This design comes from an exercise in tuning for small area and a short achievable clock period on the open sky130 flow, not from production work.
RTL that was checked went through simulation tests only; none was proved equivalent to the original.
Power figures rest on the tool's default switching activity, not on a simulated workload.

== the previous run ==
// invaders_top
module invaders_top #(
    parameter int ALIEN_COLS = 6,
    parameter int ALIEN_ROWS = 3
) (
    input  wire logic        clk,
    input  wire logic        reset,
    input  wire logic        frame_tick,
    input  wire logic        fire,
    input  wire logic        left,
    input  wire logic        right,
    input  wire logic        wb_cyc,
    input  wire logic        wb_stb,
    input  wire logic        wb_we,
    input  wire logic [2:0]  wb_adr,
    input  wire logic [31:0] wb_dat_w,
    output logic [31:0]      wb_dat_r,
    output logic             wb_ack
);
clock: 6.0 ns
lec_check: 0
abc_area: 1
cap_margin: 20
core_margin: 2
core_utilization: 40
setup_slack_margin: 3
slew_margin: 20
run.sh (not shown) runs the stock make flow with config.mk's settings and CLKGATE_MAP_FILE= SYNTH_SCRIPT=/design/flow/synth_recipe.tcl, a recipe that flattens the netlist after the stock synthesis.
Here is what was changed in the inputs of the current run compared with the previous run.
diff --git a/flow/design.v b/flow/design.v
--- a/flow/design.v
+++ b/flow/design.v
@@ -183,27 +183,24 @@
                          || (row_live[0] && fn >= 5'd17);
     logic move;
     assign move = MOVE_T[{kq, count}];
     logic fmove, fdrop;
     assign fmove = move && !hit_edge;            
     assign fdrop = move && hit_edge;             
     logic [8:0] fx_inc, fx_dec, fx_n;
     logic       dir_n;
-    logic [5:0] edge_move, edge_drop, at_edge_n;
+    logic [5:0] at_edge_n;
     assign fx_inc = 9'(incdec(10'(fx), 1'b0));
     assign fx_dec = 9'(incdec(10'(fx), 1'b1));
     always_comb begin
         fx_n  = fmove ? (dir_right ? fx_inc : fx_dec) : fx;
         dir_n = dir_right ^ fdrop;
-        for (int c = 0; c < 6; c++) begin
-            edge_move[c] = dir_right ? (fx == 9'(312 - 30*c - 1)) : (fx == 9'(512 - 30*c + 1));
-            edge_drop[c] = dir_right ? (fx == 9'(512 - 30*c))     : (fx == 9'(312 - 30*c));
-        end
-        at_edge_n = !move ? at_edge : (hit_edge ? edge_drop : edge_move);
+        for (int c = 0; c < 6; c++)
+            at_edge_n[c] = dir_n ? (fx_n == 9'(312 - 30*c)) : (fx_n == 9'(512 - 30*c));
     end
     logic [5:0]  col_hit;
     logic [2:0]  row_hit;
     logic [17:0] hit_vec;
     logic        kill;
     always_comb begin
         for (int c = 0; c < 6; c++)
             col_hit[c] = (c == 0) ? (ge_c(drx, 10'd1014) || le_c(drx, 10'd11))
@@ -252,28 +249,17 @@
         case (srow)
             2'd0:    can_shoot = col_alive[0] && !col_alive[1] && !col_alive[2];
             2'd1:    can_shoot = col_alive[1] && !col_alive[2];
             default: can_shoot = col_alive[2];
         endcase
     end
     logic [9:0] shoot_lo;
     logic [4:0] shoot_a, shoot_b;
-    logic [9:0] shoot_k;
-    always_comb begin
-        case (scol)
-            3'd0:    shoot_k = 10'(-11);
-            3'd1:    shoot_k = 10'd49;
-            3'd2:    shoot_k = 10'd109;
-            3'd3:    shoot_k = 10'd169;
-            3'd4:    shoot_k = 10'd229;
-            default: shoot_k = 10'd289;
-        endcase
-    end
-    assign shoot_lo = add({fx, 1'b0}, shoot_k, 1'b0);
+    assign shoot_lo = add({fx, 1'b0}, 10'(60 * int'(scol) - 11), 1'b0);
     assign shoot_a  = fn + 5'(3 + 2 * int'(srow));
     assign shoot_b  = 5'(6 + 5 * int'(srow));
     logic [10:0] cl;
     logic [9:0]  pl, dl;
     logic        hi_zero, overlap_x, overlap_y, overlap, ship_hit;
     always_comb begin
         cl = carries(ship_x, ~lo, 1'b1);
         pl = ship_x ^ ~lo;
==> comparison <==
Against the previous run, fmax in the current run came out worse. On logic gate share of total power: between the previous run and the current run, it ends up higher for the current run. Layout inverter count without the clock tree, the previous run and the current run: higher on the previous run. Re weighted congestion at the end of routability-driven global placement: the current run is 4.6% down on the previous run. NOTE total number of vias the previous run->the current run increased by a few percent. Looking at wire length across the previous run and the current run, the one that comes out lower is the previous run. In the current run the synthesized cell count turned out about 4% higher than in the previous run. [the current run] final critical-path required period rose 0.15 ns relative to the previous run. Est. power | the current run vs the previous run | the current run higher. The current run: core utilization 0.21 points above the previous run. On global-route usage over all layers: between the previous run and the current run, it ends up lower for the current run.
No functional check of the RTL was part of the current run.

invaders_top, a different RTL version from the one above (not shown whole).
For scale: ~1,400 cells after synthesis, ~77 I/O pins, about 11,000 sq um of cells after synthesis.
export LEC_CHECK = 0
export ABC_AREA = 1
export CAP_MARGIN = 20
export CORE_MARGIN = 2
export CORE_UTILIZATION = 40
export CTS_BUF_LIST = sky130_fd_sc_hd__clkbuf_4 sky130_fd_sc_hd__clkbuf_8
export SETUP_SLACK_MARGIN = 3.5
export SLEW_MARGIN = 20
create_clock -name core_clock -period 6.0 [get_ports {clk}]
standard.sh (not shown) runs the stock make flow with config.mk's settings and CLKGATE_MAP_FILE= SYNTH_SCRIPT=/design/flow/synth_recipe.tcl, a recipe that flattens the netlist after the stock synthesis.
==> flow/flow/run.sh <==
#!/bin/bash
# The standard layout (the standard.sh), with buf_4 cells as the port
# buffers instead of the delay cells buffer_ports picks by default.
set -euo pipefail
export BUFFER_PORTS_ARGS="-buffer_cell sky130_fd_sc_hd__buf_4"
bash standard.sh > standard.log 2>&1
Edit:
--- a/flow/design.v
+++ b/flow/design.v
@@ -167,28 +167,32 @@
             end
         end
     end
     logic [5:0] col_live;
     logic [2:0] row_live;
     always_comb begin
         for (int c = 0; c < 6; c++)
             col_live[c] = alive[c] | alive[6+c] | alive[12+c];
         for (int r = 0; r < 3; r++)
             row_live[r] = |alive[r*6 +: 6];
     end
-    logic hit_edge;
+    logic hit_right, hit_left, hit_edge;
     always_comb begin
-        hit_edge = 1'b0;
-        for (int c = 0; c < 6; c++)
-            if (col_live[c] && fx == (dir_right ? 9'(312 - 30*c) : 9'(512 - 30*c))) hit_edge = 1'b1;
+        hit_right = 1'b0;
+        hit_left  = 1'b0;
+        for (int c = 0; c < 6; c++) begin
+            if (col_live[c] && fx == 9'(312 - 30*c)) hit_right = 1'b1;
+            if (col_live[c] && fx == 9'(512 - 30*c)) hit_left  = 1'b1;
+        end
     end
+    assign hit_edge = dir_right ? hit_right : hit_left;
     logic bottom_reached;
     assign bottom_reached = (row_live[2] && fn >= 5'd12)
                          || (row_live[1] && fn >= 5'd14)
                          || (row_live[0] && fn >= 5'd17);
     logic move;
     assign move = MOVE_T[{kq, count}];
     logic fmove, fdrop;
     assign fmove = move && !hit_edge;            
     assign fdrop = move && hit_edge;             
     logic [8:0] fx_step, fx_n;
     logic       dir_n;
Via count goes up by about 0.9%. Worst hold slack gets worse by 0.0030 ns. Design area rises by about 1.4%. Area after synthesis barely changes. Die area is about the same.
For the first run of this note, only the layout was checked, not whether the RTL still works.

invaders_top, a different RTL version from the one above (not shown whole).
Size in the first run: about 160 flip-flops, roughly 77 I/O pins, ~12000 µm² of cells after synthesis.
==> flow/config.mk <==
export PLATFORM = sky130hd
export DESIGN_NAME = invaders_top
export DESIGN_NICKNAME = invaders_top
export VERILOG_FILES = /design/flow/design.v
export SDC_FILE = /design/flow/constraint.sdc
export NUM_CORES = 4
export LEC_CHECK = 0
export ABC_AREA = 1
export CAP_MARGIN = 20
export CORE_MARGIN = 2
export CORE_UTILIZATION = 40
export CTS_BUF_LIST = sky130_fd_sc_hd__clkbuf_4 sky130_fd_sc_hd__clkbuf_8
export SETUP_SLACK_MARGIN = 3.4
export SLEW_MARGIN = 20
==> flow/constraint.sdc <==
create_clock -name core_clock -period 6.0 [get_ports {clk}]
set_input_delay 1.2000 -clock core_clock [delete_from_list [all_inputs] [get_ports {clk}]]
set_output_delay 1.2000 -clock core_clock [all_outputs]
set_load 0.01 [all_outputs]
Scripts as last shown in full above: flow/flow/run.sh
The first run finished with timing, DRC and antenna clean.
Edit:
--- a/flow/design.v
+++ b/flow/design.v
@@ -126,12 +126,13 @@
     logic [17:0] alive;
     logic [9:0]  ship_x;
     logic [5:0]  explode;
     logic        ra;             
     logic [9:0]  drx;            
     logic [5:0]  col_hit;        
+    logic        raw;            
     logic [5:0]  ra_;            
     logic [3:0]  rb;             
     logic        la;             
     logic [9:0]  lo;             
     logic        ovl_x;          
     logic [4:0]  la_;            
@@ -225,22 +226,33 @@
         b = {1'b0, fn};
         r_top = (rb == 4'd0);
         for (int i = 0; i < 6; i++)
             if ((a[i] ^ b[i]) != ((i == 0) ? 1'b0 : (a[i-1] | b[i-1]))) r_top = 1'b0;
     end
     logic       f_right, f_left;
-    logic [9:0] rs, drx_n;
+    logic [9:0] drx_rel, drx_fly, drx_n;
+    logic       raw_n;
     logic [5:0] col_hit_n;
     assign f_right = step && fmove && dir_right;
     assign f_left  = step && fmove && !dir_right;
+    assign drx_rel = add(drx, ~{fx, 1'b0}, 1'b1);
     always_comb begin
-        rs = ra ? drx : add(ship_x, ~{fx, 1'b0}, 1'b1);
-        drx_n[0] = rs[0];
+        drx_fly[0] = drx[0];
         for (int i = 1; i < 10; i++)
-            drx_n[i] = rs[i] ^ ((f_left  && &(rs[9:1] | ~((9'd1 << (i-1)) - 9'd1)))
-                             || (f_right && ~|(rs[9:1] & ((9'd1 << (i-1)) - 9'd1))));
+            drx_fly[i] = drx[i] ^ ((f_left  && &(drx[9:1] | ~((9'd1 << (i-1)) - 9'd1)))
+                                || (f_right && ~|(drx[9:1] & ((9'd1 << (i-1)) - 9'd1))));
+        if (!ra) begin
+            drx_n = ship_x;
+            raw_n = 1'b1;
+        end else if (raw) begin
+            drx_n = (f_right || f_left) ? drx : drx_rel;
+            raw_n = f_right || f_left;
+        end else begin
+            drx_n = drx_fly;
+            raw_n = 1'b0;
+        end
         for (int c = 0; c < 6; c++)
             col_hit_n[c] = f_right ? win(drx, 10'(60*c - 8),  10'(60*c + 13))
                          : f_left  ? win(drx, 10'(60*c - 12), 10'(60*c + 9))
                          :           win(drx, 10'(60*c - 10), 10'(60*c + 11));
     end
     logic [5:0] ra_s, ra_n;
@@ -383,12 +395,13 @@
                 if (r_top) ra <= 1'b0;
             end else if (fire && explode == EXP_DONE) ra <= 1'b1;
         end
     end
     always_ff @(posedge clk) begin
         drx     <= drx_n;
+        raw     <= raw_n;
         col_hit <= col_hit_n;
         ovl_x   <= ovl_x_n;
         if (step) begin
             ra_ <= ra_n;
             rb  <= rb_n;
         end
Effect: Die area barely changes; via count hardly moves; synthesized area stays flat; total power came out higher by well over a third; flip-flop and latch count rose by 1; count of clock-buffer cells in the layout rose by 1; global-route usage climbs by 1.4 points; final cell count came out lower by a few percent; combinational power rises to 2.9 times its value; setup slack got worse by 57 ps.
No functional check of the RTL was part of any run of this note.

Setup of run K:
invaders_top, a different RTL version from the one above (not shown whole).
Size: ~1500 cells after synthesis, ~150 flip-flops, about 77 I/O pins, ~11000 sq um of cells after synthesis.
==> flow/config.mk <==
export PLATFORM = sky130hd
export DESIGN_NAME = invaders_top
export DESIGN_NICKNAME = invaders_top
export VERILOG_FILES = /design/flow/design.v
export SDC_FILE = /design/flow/constraint.sdc
export NUM_CORES = 4
export LEC_CHECK = 0
export ABC_AREA = 1
export CAP_MARGIN = 20
export CORE_MARGIN = 2
export CORE_UTILIZATION = 40
export CTS_BUF_LIST = sky130_fd_sc_hd__clkbuf_4 sky130_fd_sc_hd__clkbuf_8
export SETUP_SLACK_MARGIN = 3.5
export SLEW_MARGIN = 20
==> flow/constraint.sdc <==
create_clock -name core_clock -period 6.0 [get_ports {clk}]
set_input_delay 1.2000 -clock core_clock [delete_from_list [all_inputs] [get_ports {clk}]]
set_output_delay 1.2000 -clock core_clock [all_outputs]
set_load 0.01 [all_outputs]
Scripts as last shown in full above: flow/flow/run.sh
Changes in run G relative to run K:
--- a/flow/design.v
+++ b/flow/design.v
@@ -189,22 +189,21 @@
     assign bottom_reached = (row_live[2] && fn >= 5'd12)
                          || (row_live[1] && fn >= 5'd14)
                          || (row_live[0] && fn >= 5'd17);
     logic move;
     assign move = MOVE_T[{kq, count}];
     logic fmove, fdrop;
     assign fmove = move && !hit_edge;            
     assign fdrop = move && hit_edge;             
-    logic [8:0] fx_inc, fx_dec, fx_n;
+    logic [8:0] fx_step, fx_n;
     logic       dir_n;
-    assign fx_inc = 9'(incdec(10'(fx), 1'b0));
-    assign fx_dec = 9'(incdec(10'(fx), 1'b1));
+    assign fx_step = 9'(incdec(10'(fx), !dir_right));
     always_comb begin
-        fx_n  = fmove ? (dir_right ? fx_inc : fx_dec) : fx;
+        fx_n  = fmove ? fx_step : fx;
         dir_n = dir_right ^ fdrop;
     end
     logic [5:0]  col_hit;
     logic [2:0]  row_hit;
     logic [17:0] hit_vec;
     logic        kill;
     always_comb begin
         for (int c = 0; c < 6; c++)
@@ -294,21 +293,30 @@
         if (reset) begin
             lfsr <= 16'hACE1;
         end else if (restart) begin
             lfsr <= 16'hACE1;
         end else begin
             lfsr <= {lfsr[14:0], lfsr[15] ^ lfsr[13] ^ lfsr[12] ^ lfsr[10]};
         end
     end
+    logic kills_gt;
+    always_comb begin
+        logic [4:0] a, b;
+        a = {kq, kr};
+        b = {hq, hr};
+        kills_gt = 1'b0;
+        for (int i = 0; i < 5; i++)
+            kills_gt = (a[i] && !b[i]) || (!(a[i] ^ b[i]) && kills_gt);
+    end
     always_ff @(posedge clk or posedge reset) begin
         if (reset) begin
             hq <= '0;
             hr <= '0;
-        end else if ({kq, kr} > {hq, hr}) begin
+        end else if (kills_gt) begin
             hq <= kq;
             hr <= kr;
         end
     end
     always_ff @(posedge clk or posedge reset) begin
         if (reset) begin
             game_over <= 1'b0;
             game_win  <= 1'b0;
==> results.txt <==
Comparing run K and run G, the lower average size of a mapped cell is on run K. NOTE: first-iteration detailed-routing DRC count in run G falls short of that of run K. Clock transition at the registers of the reported paths delta (run G -> run K): insignificant. Looking at share of synthesized cell area in and, or, nand and nor gates, run G sits below run K. Against run K, run G comes in 0.33 points higher on part of the Yosys area used for sequential elements. Run G leaves less setup margin than run K. Cmp run G vs run K: maximum clock frequency lower in run G. Comparing run G against run K, there is no change at all in layout clock buffer count. Diff run K..run G | sum of negative setup slack | unchanged. Run G ended with less total power than run K. Looking at number of vias after detailed routing, run G sits 128 below run K.
No functional check of the RTL was part of run K.

Setup of before:
Another version of the RTL of invaders_top (not shown whole).
Size in the first run: ~1500 cells after synthesis, ~77 I/O pins, roughly 11000 um2 of cells after synthesis.
clock: 6.0 ns
lec_check: 0
abc_area: 1
cap_margin: 20
core_margin: 2
core_utilization: 40
cts_buf_list: sky130_fd_sc_hd__clkbuf_4 sky130_fd_sc_hd__clkbuf_8
setup_slack_margin: 3.6
slew_margin: 20
Scripts as last shown in full above: flow/flow/run.sh
Input-level comparison between after and before:
--- a/flow/design.v
+++ b/flow/design.v
@@ -114,17 +114,16 @@
     logic        game_over, game_win;
     logic [1:0]  lives;
     logic [2:0]  kq, hq;         
     logic [1:0]  kr, hr;         
     logic        dir_right;
     logic [2:0]  count;
     logic [8:0]  fx;             
     logic [4:0]  fn;             
-    logic [5:0]  at_edge;        
     logic [17:0] alive;
     logic [9:0]  ship_x;
     logic [5:0]  explode;
     logic        ra;             
     logic [9:0]  drx;            
     logic [5:0]  ra_;            
     logic [3:0]  rb;             
     logic        la;             
@@ -171,40 +170,41 @@
     logic [5:0] col_live;
     logic [2:0] row_live;
     always_comb begin
         for (int c = 0; c < 6; c++)
             col_live[c] = alive[c] | alive[6+c] | alive[12+c];
         for (int r = 0; r < 3; r++)
             row_live[r] = |alive[r*6 +: 6];
     end
-    logic hit_edge;
-    assign hit_edge = |(col_live & at_edge);
+    logic hit_right, hit_left, hit_edge;
+    always_comb begin
+        hit_right = 1'b0;
+        hit_left  = 1'b0;
+        for (int c = 0; c < 6; c++) begin
+            if (col_live[c] && fx == 9'(312 - 30*c)) hit_right = 1'b1;
+            if (col_live[c] && fx == 9'(512 - 30*c)) hit_left  = 1'b1;
+        end
+    end
+    assign hit_edge = dir_right ? hit_right : hit_left;
     logic bottom_reached;
     assign bottom_reached = (row_live[2] && fn >= 5'd12)
                          || (row_live[1] && fn >= 5'd14)
                          || (row_live[0] && fn >= 5'd17);
     logic move;
     assign move = MOVE_T[{kq, count}];
     logic fmove, fdrop;
     assign fmove = move && !hit_edge;            
     assign fdrop = move && hit_edge;             
-    logic [8:0] fx_inc, fx_dec, fx_n;
+    logic [8:0] fx_step, fx_n;
     logic       dir_n;
-    logic [5:0] edge_move, edge_drop, at_edge_n;
-    assign fx_inc = 9'(incdec(10'(fx), 1'b0));
-    assign fx_dec = 9'(incdec(10'(fx), 1'b1));
+    assign fx_step = 9'(incdec(10'(fx), !dir_right));
     always_comb begin
-        fx_n  = fmove ? (dir_right ? fx_inc : fx_dec) : fx;
+        fx_n  = fmove ? fx_step : fx;
         dir_n = dir_right ^ fdrop;
-        for (int c = 0; c < 6; c++) begin
-            edge_move[c] = dir_right ? (fx == 9'(312 - 30*c - 1)) : (fx == 9'(512 - 30*c + 1));
-            edge_drop[c] = dir_right ? (fx == 9'(512 - 30*c))     : (fx == 9'(312 - 30*c));
-        end
-        at_edge_n = !move ? at_edge : (hit_edge ? edge_drop : edge_move);
     end
     logic [5:0]  col_hit;
     logic [2:0]  row_hit;
     logic [17:0] hit_vec;
     logic        kill;
     always_comb begin
         for (int c = 0; c < 6; c++)
             col_hit[c] = (c == 0) ? (ge_c(drx, 10'd1014) || le_c(drx, 10'd11))
@@ -293,21 +293,30 @@
         if (reset) begin
             lfsr <= 16'hACE1;
         end else if (restart) begin
             lfsr <= 16'hACE1;
         end else begin
             lfsr <= {lfsr[14:0], lfsr[15] ^ lfsr[13] ^ lfsr[12] ^ lfsr[10]};
         end
     end
+    logic kills_gt;
+    always_comb begin
+        logic [4:0] a, b;
+        a = {kq, kr};
+        b = {hq, hr};
+        kills_gt = 1'b0;
+        for (int i = 0; i < 5; i++)
+            kills_gt = (a[i] && !b[i]) || (!(a[i] ^ b[i]) && kills_gt);
+    end
     always_ff @(posedge clk or posedge reset) begin
         if (reset) begin
             hq <= '0;
             hr <= '0;
-        end else if ({kq, kr} > {hq, hr}) begin
+        end else if (kills_gt) begin
             hq <= kq;
             hr <= kr;
         end
     end
     always_ff @(posedge clk or posedge reset) begin
         if (reset) begin
             game_over <= 1'b0;
             game_win  <= 1'b0;
@@ -334,31 +343,28 @@
             if (alive == '0) game_win <= 1'b1;
         end
     end
     always_ff @(posedge clk or posedge reset) begin
         if (reset) begin
             fx        <= 9'd25;
             fn        <= '0;
             dir_right <= 1'b1;
-            at_edge   <= '0;
             count     <= '0;
             alive     <= '1;
         end else if (restart) begin
             fx        <= 9'd25;
             fn        <= '0;
             dir_right <= 1'b1;
-            at_edge   <= '0;
             count     <= '0;
             alive     <= '1;
         end else if (step) begin
             if (ra) alive <= alive & ~hit_vec;
             fx        <= fx_n;
             dir_right <= dir_n;
-            at_edge   <= at_edge_n;
             if (fdrop) fn <= fn + 5'd1;
             count     <= move ? 3'd0 : count + 3'd1;
         end
     end
     logic ship_r, ship_l;
     assign ship_r = right && !ge_c(ship_x, 10'd623);
     assign ship_l = !right && left && ge_c(ship_x, 10'd2);
     always_ff @(posedge clk or posedge reset) begin
## What came out
Status | after and before | clean. In the reports for after and before, the smaller clock distribution area overhead in the final layout belongs to before. Side by side, maximum frequency turned out lower in after than in before. Number of rows in the core area, after and before: larger value in before. after vs before — via count of the first global-routing pass dropped 586. Of the two values seen for top contributor to total power, combinational cells was produced by before and sequential cells by after. Delta (after minus before): count of inverters other than clock inverters in the layout decreased by about 3.6% relative to the old numbers, total buffers and inverters traversed by the critical path rose by 1.

==> what the ideal ports hide <==
Ports are ideal in the flow. The routed layouts listed here were re-timed in OpenROAD. Step 1 (the two cells are an assumption about what drives the block):
set clk [get_ports {clk}]
set_driving_cell -lib_cell sky130_fd_sc_hd__clkbuf_16 $clk
set_driving_cell -lib_cell sky130_fd_sc_hd__buf_2 [delete_from_list [all_inputs] $clk]
Step 2 times the ports against the registers' clock, not the clock port: input delays grow and output delays shrink by t, the midpoint of the rising clock arrivals with the driver on. Slacks: no drivers / after step 1 / after step 2; pairs: no drivers / after step 1.
run | shift t [ns] | slack for setup (ns) | hold slack, ns | clock arrival spread, ns | worst slew at a driven data input, ns
the previous run | 0.486 | 3.055 / 3.071 / 2.585 | 0.435 / 0.435 / 0.435 | 0.016 / 0.017 | 0.04
the current run | 0.485 | 2.901 / 2.901 / 2.738 | 0.431 / 0.431 / 0.431 | 0.017 / 0.017 | 0.04
the first run of note 2 | 0.514 | 3.589 / 3.589 / 3.153 | 0.441 / 0.441 / 0.441 | 0.030 / 0.029 | 0.04
the second run of note 2 | 0.519 | 3.622 / 3.622 / 3.224 | 0.438 / 0.438 / 0.438 | 0.022 / 0.022 | 0.03
the first run of note 3 | 0.510 | 3.481 / 3.481 / 3.049 | 0.443 / 0.443 / 0.443 | 0.016 / 0.015 | 0.04
the second run of note 3 | 0.513 | 3.424 / 3.424 / 3.037 | 0.437 / 0.437 / 0.437 | 0.018 / 0.018 | 0.05
run K | 0.507 | 3.545 / 3.545 / 3.119 | 0.440 / 0.440 / 0.440 | 0.014 / 0.014 | 0.04
run G | 0.502 | 3.518 / 3.537 / 3.034 | 0.432 / 0.432 / 0.432 | 0.016 / 0.017 | 0.04
before | 0.516 | 3.668 / 3.668 / 3.249 | 0.442 / 0.442 / 0.442 | 0.026 / 0.026 | 0.04
after | 0.510 | 3.632 / 3.632 / 3.134 | 0.443 / 0.443 / 0.443 | 0.020 / 0.020 | 0.05
After both steps every run listed still meets setup and hold. For after, which loses most, drivers alone change the setup slack by 0.000 ns; drivers and shift together by -0.498 ns.
